Context: an optimization exercise on an open-source flow, tuned for small area, a short achievable clock period and few clock cycles per item. The choices shown serve that exercise and are no tape-out recipe. At most, simulation tests tie the RTL to the original design; equivalence was not proved. Power figures rest on the tool's default switching activity, not on a simulated workload.

==> flow/design.v (excerpt) <==
module tick_cpu_job_scheduler #(
	parameter int MAX_JOBS  = tcjs_pkg::MAX_JOBS_DEF,
	parameter int TIME_BITS = tcjs_pkg::TIME_BITS_DEF
) (
	input  logic                          clk,
	input  logic                          arst_n,
	input  logic                          cfg_write,
	input  logic [tcjs_pkg::CIDX_W-1:0]   cfg_index,
	input  logic [tcjs_pkg::CFG_W-1:0]    cfg_data,
	input  logic                          in_valid,
	output logic                          in_stall,
	input  logic                          operation,
	input  logic [tcjs_pkg::ID_W-1:0]     job_id,
	input  logic [tcjs_pkg::BURST_W-1:0]  job_burst,
	input  logic [tcjs_pkg::PRIO_W-1:0]   job_priority,
	input  logic [tcjs_pkg::ARR_W-1:0]    job_arrival,
	output logic                          out_valid,
	input  logic                          out_stall,
	output logic                          table_full,
	output logic                          running_valid,
	output logic [tcjs_pkg::ID_W-1:0]     running_id,
	output logic                          job_finished,
	output logic [tcjs_pkg::TICK_W-1:0]   turnaround_ticks,
	output logic [tcjs_pkg::TICK_W-1:0]   waiting_ticks,
	output logic [tcjs_pkg::SUM_W-1:0]    sum_turnaround,
	output logic [tcjs_pkg::SUM_W-1:0]    sum_waiting,
	output logic [tcjs_pkg::DONE_W-1:0]   done_count,
	output logic [tcjs_pkg::TICK_W-1:0]   now_tick
);
Size in the first run: roughly 11000 cells after synthesis, about 1900 flip-flops, ~110000 um^2 of cells after synthesis.
make LEC_CHECK=0 CAP_MARGIN=20 CORE_MARGIN=2 CORE_UTILIZATION=40 SETUP_SLACK_MARGIN=2.5 SLEW_MARGIN=20 finish   # period 10.0 ns
run.sh (not shown) runs the stock make flow with config.mk's settings and CLKGATE_MAP_FILE= SYNTH_SCRIPT=/design/flow/synth_recipe.tcl, a recipe that flattens the netlist after the stock synthesis.
The baseline completed without violations.
Testbench counts at the start, summed over its fixed seeds: cycles 7,424, items 7,200.
Rerun with:
--- a/flow/design.v
+++ b/flow/design.v
@@ -209,32 +209,37 @@
 	logic [N-1:0] adm, rdy;
 	assign adm = w_q & a_q;
 	assign rdy = r_q | adm;
 	logic [15:0] key [N];
 	always_comb begin
 		for (int i = 0; i < N; i++)
 			key[i] = (rr_q[i] & {16{key_burst}}) | ({8'd0, pr_q[i]} & {16{key_prio}});
 	end
+	logic         lock_hit;
+	logic [N-1:0] lock_oh, cand;
+	assign lock_oh  = N'(1) << lock_s_q;
+	assign lock_hit = np_mode && lock_v_q && rdy[lock_s_q];
+	assign cand     = (run_mode ? rdy : '0) & (lock_hit ? lock_oh : '1);
 	logic [3:0]  gwin [4];
 	logic [3:0]  gv;
 	logic [15:0] gkey [4];
 	logic [1:0]  gidx [4];
 	for (genvar g = 0; g < 4; g++) begin : g_l1
 		logic [63:0] k4;
 		logic [15:0] p4;
 		always_comb begin
 			for (int x = 0; x < 4; x++) begin
 				k4[x*16 +: 16] = key[4*g+x];
 				for (int y = 0; y < 4; y++) p4[4*x+y] = prec[4*g+x][4*g+y];
 			end
 		end
-		tcjs_grp4 #(.KW(16)) u_grp (.v(rdy[4*g +: 4]), .key(k4), .prec(p4), .win(gwin[g]));
+		tcjs_grp4 #(.KW(16)) u_grp (.v(cand[4*g +: 4]), .key(k4), .prec(p4), .win(gwin[g]));
 		always_comb begin
-			gv[g] = |rdy[4*g +: 4];
+			gv[g] = |cand[4*g +: 4];
 			gkey[g] = '0;
 			for (int x = 0; x < 4; x++) if (gwin[g][x]) gkey[g] = gkey[g] | k4[x*16 +: 16];
 			gidx[g] = {gwin[g][3] | gwin[g][2], gwin[g][3] | gwin[g][1]};
 		end
 	end
 	logic [15:0] p2;
 	logic [63:0] k2;
 	always_comb begin
@@ -243,25 +248,22 @@
 			for (int y = 0; y < 4; y++)
 				p2[4*x+y] = (x == y) ? 1'b0 : prec[{2'(x), gidx[x]}][{2'(y), gidx[y]}];
 		end
 	end
 	logic [3:0] twin;
 	tcjs_grp4 #(.KW(16)) u_top (.v(gv), .key(k2), .prec(p2), .win(twin));
 	logic [N-1:0] tree_win;
 	always_comb begin
-		for (int i = 0; i < N; i++) tree_win[i] = twin[i/4] & gwin[i/4][i%4];
+		for (int i = 0; i < N; i++) tree_win[i] = twin[i/4] & gwin[i/4][i%4] & cand[i];
 	end
-	logic         lock_hit;
-	logic [N-1:0] lock_oh, win;
+	logic [N-1:0] win;
 	logic         ran;
-	assign lock_oh  = N'(1) << lock_s_q;
-	assign lock_hit = np_mode && lock_v_q && rdy[lock_s_q];
-	assign ran      = run_mode && (rdy != '0);
-	assign win      = !ran ? '0 : (lock_hit ? lock_oh : tree_win);
+	assign ran = (cand != '0);
+	assign win = tree_win;
 	logic [3:0] widx;
 	always_comb begin
 		widx = '0;
 		for (int i = 0; i < N; i++) if (win[i]) widx = widx | 4'(i);
 	end
 	logic [N-1:0] zero;
 	logic [15:0]  rr_m1 [N];
 	always_comb begin
=> The new run finished with timing, DRC and antenna clean. Design area is higher by about 1.7%. Power hardly moves. Hold slack loses 0.0055 ns. Setup slack loses 0.18 ns. Synthesized cell count is lower by about 1.8%. Die area is lower by 1.4%. First-iteration DRC count is lower by about 5%. Final cell count is lower by 1.0%. Synthesized area is lower by 1.5%. Clock skew is lower by 0.045 ns. Core utilization is higher by 1.4 points. Global-route usage is lower by 0.54 points. Sequential power stays flat. Count of clock-buffer cells in the layout is higher by 4.
The RTL of the second run of this note was laid out without a check of its function.

* * *

## birch
tick_cpu_job_scheduler, a different RTL version from the one above (not shown whole).
Size: roughly 13000 cells after synthesis, roughly 2000 flip-flops, about 310 I/O pins, roughly 0.11 sq mm of cells after synthesis.
Settings: LEC_CHECK=0, ABC_AREA=1, CAP_MARGIN=20, CORE_MARGIN=2, CORE_UTILIZATION=50, CTS_CLUSTER_DIAMETER=100, CTS_CLUSTER_SIZE=20, SETUP_SLACK_MARGIN=4.5, SLEW_MARGIN=20; clock period 10.0 ns.
To summarise birch: no stage aborted, but the layout did not pass its checks, failing on max-capacitance violations, max-slew violations.
Testbench counts of birch, summed over its fixed seeds: cycles 7,424, items 7,200.
> inputs changed (birch -> maple)
--- a/flow/design.v
+++ b/flow/design.v
@@ -209,57 +209,56 @@
 	logic        add_arrived;
 	assign add_rr      = (e_burst == 16'd0) ? 16'd0 : e_burst - 16'd1;
 	assign add_orig    = (e_burst == 16'd0) ? 16'd1 : e_burst;
 	assign add_arrived = (e_arr <= t_q);
 	logic [N-1:0] adm, rdy;
 	assign adm = w_q & a_q;
 	assign rdy = r_q | adm;
+	logic [15:0] key [N];
+	always_comb begin
+		for (int i = 0; i < N; i++)
+			key[i] = (rr_q[i] & {16{key_burst}}) | ({8'd0, pr_q[i]} & {16{key_prio}});
+	end
 	logic         lock_hit;
 	logic [N-1:0] cand;
 	assign lock_hit = np_mode && lock_v_q;
 	assign cand     = (run_mode ? rdy : '0) & (lock_hit ? lock_oh_q : '1);
 	localparam logic [11:0] PXV = {2'd2, 2'd1, 2'd1, 2'd0, 2'd0, 2'd0};
 	localparam logic [11:0] PYV = {2'd3, 2'd3, 2'd2, 2'd3, 2'd2, 2'd1};
 	logic [5:0]  lrr_q [4], grr_q [4], lpr_q [4], gpr_q [4];
 	logic [3:0]  gwin [4];
 	logic [3:0]  gv;
 	logic [15:0] gkey [4];
 	logic [1:0]  gidx [4];
-	logic [15:0] rr_dg [4];        
+	logic [15:0] rr_m1 [N];
 	for (genvar g = 0; g < 4; g++) begin : g_l1
 		logic [5:0] bxy;       
-		logic [3:0]  c4;
-		logic [15:0] rrw;
-		logic [7:0]  prw;
+		logic [3:0] c4;
 		assign c4 = cand[4*g +: 4];
 		always_comb begin
 			for (int p = 0; p < 6; p++)
 				bxy[p] = (key_burst & lrr_q[g][p]) | (key_prio & lpr_q[g][p]) |
 				         (!(key_burst & grr_q[g][p]) & !(key_prio & gpr_q[g][p]) &
 				          prec[4*g+PXV[2*p +: 2]][4*g+PYV[2*p +: 2]]);
 			gwin[g] = c4;
 			for (int p = 0; p < 6; p++) begin
 				if (c4[PYV[2*p +: 2]] && !bxy[p]) gwin[g][PXV[2*p +: 2]] = 1'b0;
 				if (c4[PXV[2*p +: 2]] &&  bxy[p]) gwin[g][PYV[2*p +: 2]] = 1'b0;
 			end
 			gv[g] = |c4;
-			rrw = '0;
-			prw = '0;
-			for (int x = 0; x < 4; x++) if (gwin[g][x]) begin
-				rrw = rrw | rr_q[4*g+x];
-				prw = prw | pr_q[4*g+x];
-			end
-			gkey[g] = (rrw & {16{key_burst}}) | ({8'd0, prw} & {16{key_prio}});
+			gkey[g] = '0;
+			for (int x = 0; x < 4; x++) if (gwin[g][x]) gkey[g] = gkey[g] | key[4*g+x];
 			gidx[g] = {gwin[g][3] | gwin[g][2], gwin[g][3] | gwin[g][1]};
 		end
 		logic [15:0] opa;
 		logic [3:0]  lta, gta, ltp, gtp;
 		always_comb begin
-			rr_dg[g] = rrw - 16'd1;
-			opa = e_op ? rr_dg[g] : add_rr;
+			opa = '0;
+			for (int x = 0; x < 4; x++) if (gwin[g][x]) opa = opa | rr_m1[4*g+x];
+			if (!e_op) opa = add_rr;
 		end
 		for (genvar k = 0; k < 4; k++) begin : g_k
 			tcjs_lt #(.W(16)) u_ca (.a(opa), .b(rr_q[4*g+k]), .lt(lta[k]), .gt(gta[k]));
 			tcjs_lt #(.W(8))  u_cp (.a(e_prio), .b(pr_q[4*g+k]), .lt(ltp[k]), .gt(gtp[k]));
 		end
 		always_ff @(posedge clk) begin
 			for (int p = 0; p < 6; p++) begin
@@ -307,14 +306,15 @@
 		widx = '0;
 		for (int i = 0; i < N; i++) if (win[i]) widx = widx | 4'(i);
 	end
 	logic [N-1:0] zero;
 	always_comb begin
 		for (int i = 0; i < N; i++) begin
 			zero[i]  = (rr_q[i] == 16'd0);
+			rr_m1[i] = rr_q[i] - 16'd1;
 		end
 	end
 	logic         done;
 	logic [N-1:0] fin_oh;
 	assign fin_oh = win & zero;
 	assign dec_oh = win & ~zero;
 	assign done   = |fin_oh;
@@ -362,15 +362,15 @@
 				pr_q[i]   <= e_prio;
 				arr_q[i]  <= e_arr;
 				orig_q[i] <= add_orig;
 				rr_q[i]   <= add_rr;
 				a_q[i]    <= add_arrived;
 			end else if (ex_tick) begin
 				a_q[i] <= (arr_q[i] == t_inc);
-				if (dec_oh[i]) rr_q[i] <= rr_dg[i/4];
+				if (dec_oh[i]) rr_q[i] <= rr_m1[i];
 			end
 		end
 		for (int i = 0; i < N; i++)
 			for (int j = i + 1; j < N; j++)
 				if (add_oh[j]) p_q[i][j] <= 1'b1;
 				else if (add_oh[i]) p_q[i][j] <= 1'b0;
 				else if (rot_oh[j] && rdy_oh[i]) p_q[i][j] <= 1'b1;
## What came out
Standard cell core area delta for maple relative to birch: about 3.5% higher. Run comparison: birch category of the critical setup timing path reg2reg; maple category of the critical setup timing path in2reg. On layout filler cell count: maple sits above birch. From birch to maple the numbers moved as follows: worst hold slack went up 7.3 ps; total number of tap cells +51; wire length of the first global-routing pass has increased; final net count moved up; number of multi-input combinational cells in the layout rose by 3.9%. maple vs. birch: total of max-cap violations has decreased; multi-input gate share of the layout cell area rose 0.81 points. Compared to birch, maple has share of the clock period used by the worst path after layout 1.1 points lower. In the tables for maple and birch, xor/xnor cell area share of the yosys netlist reads lower with birch. maple: all stages complete, timing, DRC and antenna checks passed. maple vs. birch: total wire length after detailed routing went up by 1.1%. A start point of the critical path of operation is what maple shows, while u_dp.key_prio$_DFFE_PN0P_ belongs to birch. Total power (maple vs. birch) decreases by more than 10%.
Testbench counts of maple, summed over its fixed seeds: cycles 7,424, items 7,200.

## separate check: timing with driven ports
How much do the figures lean on ideal ports? The routed layouts below were timed once more, with nothing changed but the port constraints.
Step 1 (the two cells are an assumption about what drives the block):
set clk [get_ports {clk}]
set_driving_cell -lib_cell sky130_fd_sc_hd__clkbuf_16 $clk
set_driving_cell -lib_cell sky130_fd_sc_hd__buf_2 [delete_from_list [all_inputs] $clk]
Step 2 adds t to the input delays and takes it off the output delays; t is the mean of the earliest and latest rising clock arrival at the registers after step 1. Input paths then give back, and output paths get back, about the clock's delay inside the block.
Slacks: ideal / step 1 / step 2; pairs: ideal / step 1.
run	t, ns	setup slack, ns	cell pins on the clock port's net
the first run of note 1	1.005	2.410 / 2.410 / 2.410	1
the second run of note 1	1.002	2.231 / 2.231 / 2.231	1
birch	0.951	4.322 / 4.322 / 3.594	1
maple	0.941	4.436 / 4.453 / 3.565	1
For maple, which loses most, drivers alone change the setup slack by +0.017 ns; drivers and shift together by -0.871 ns.
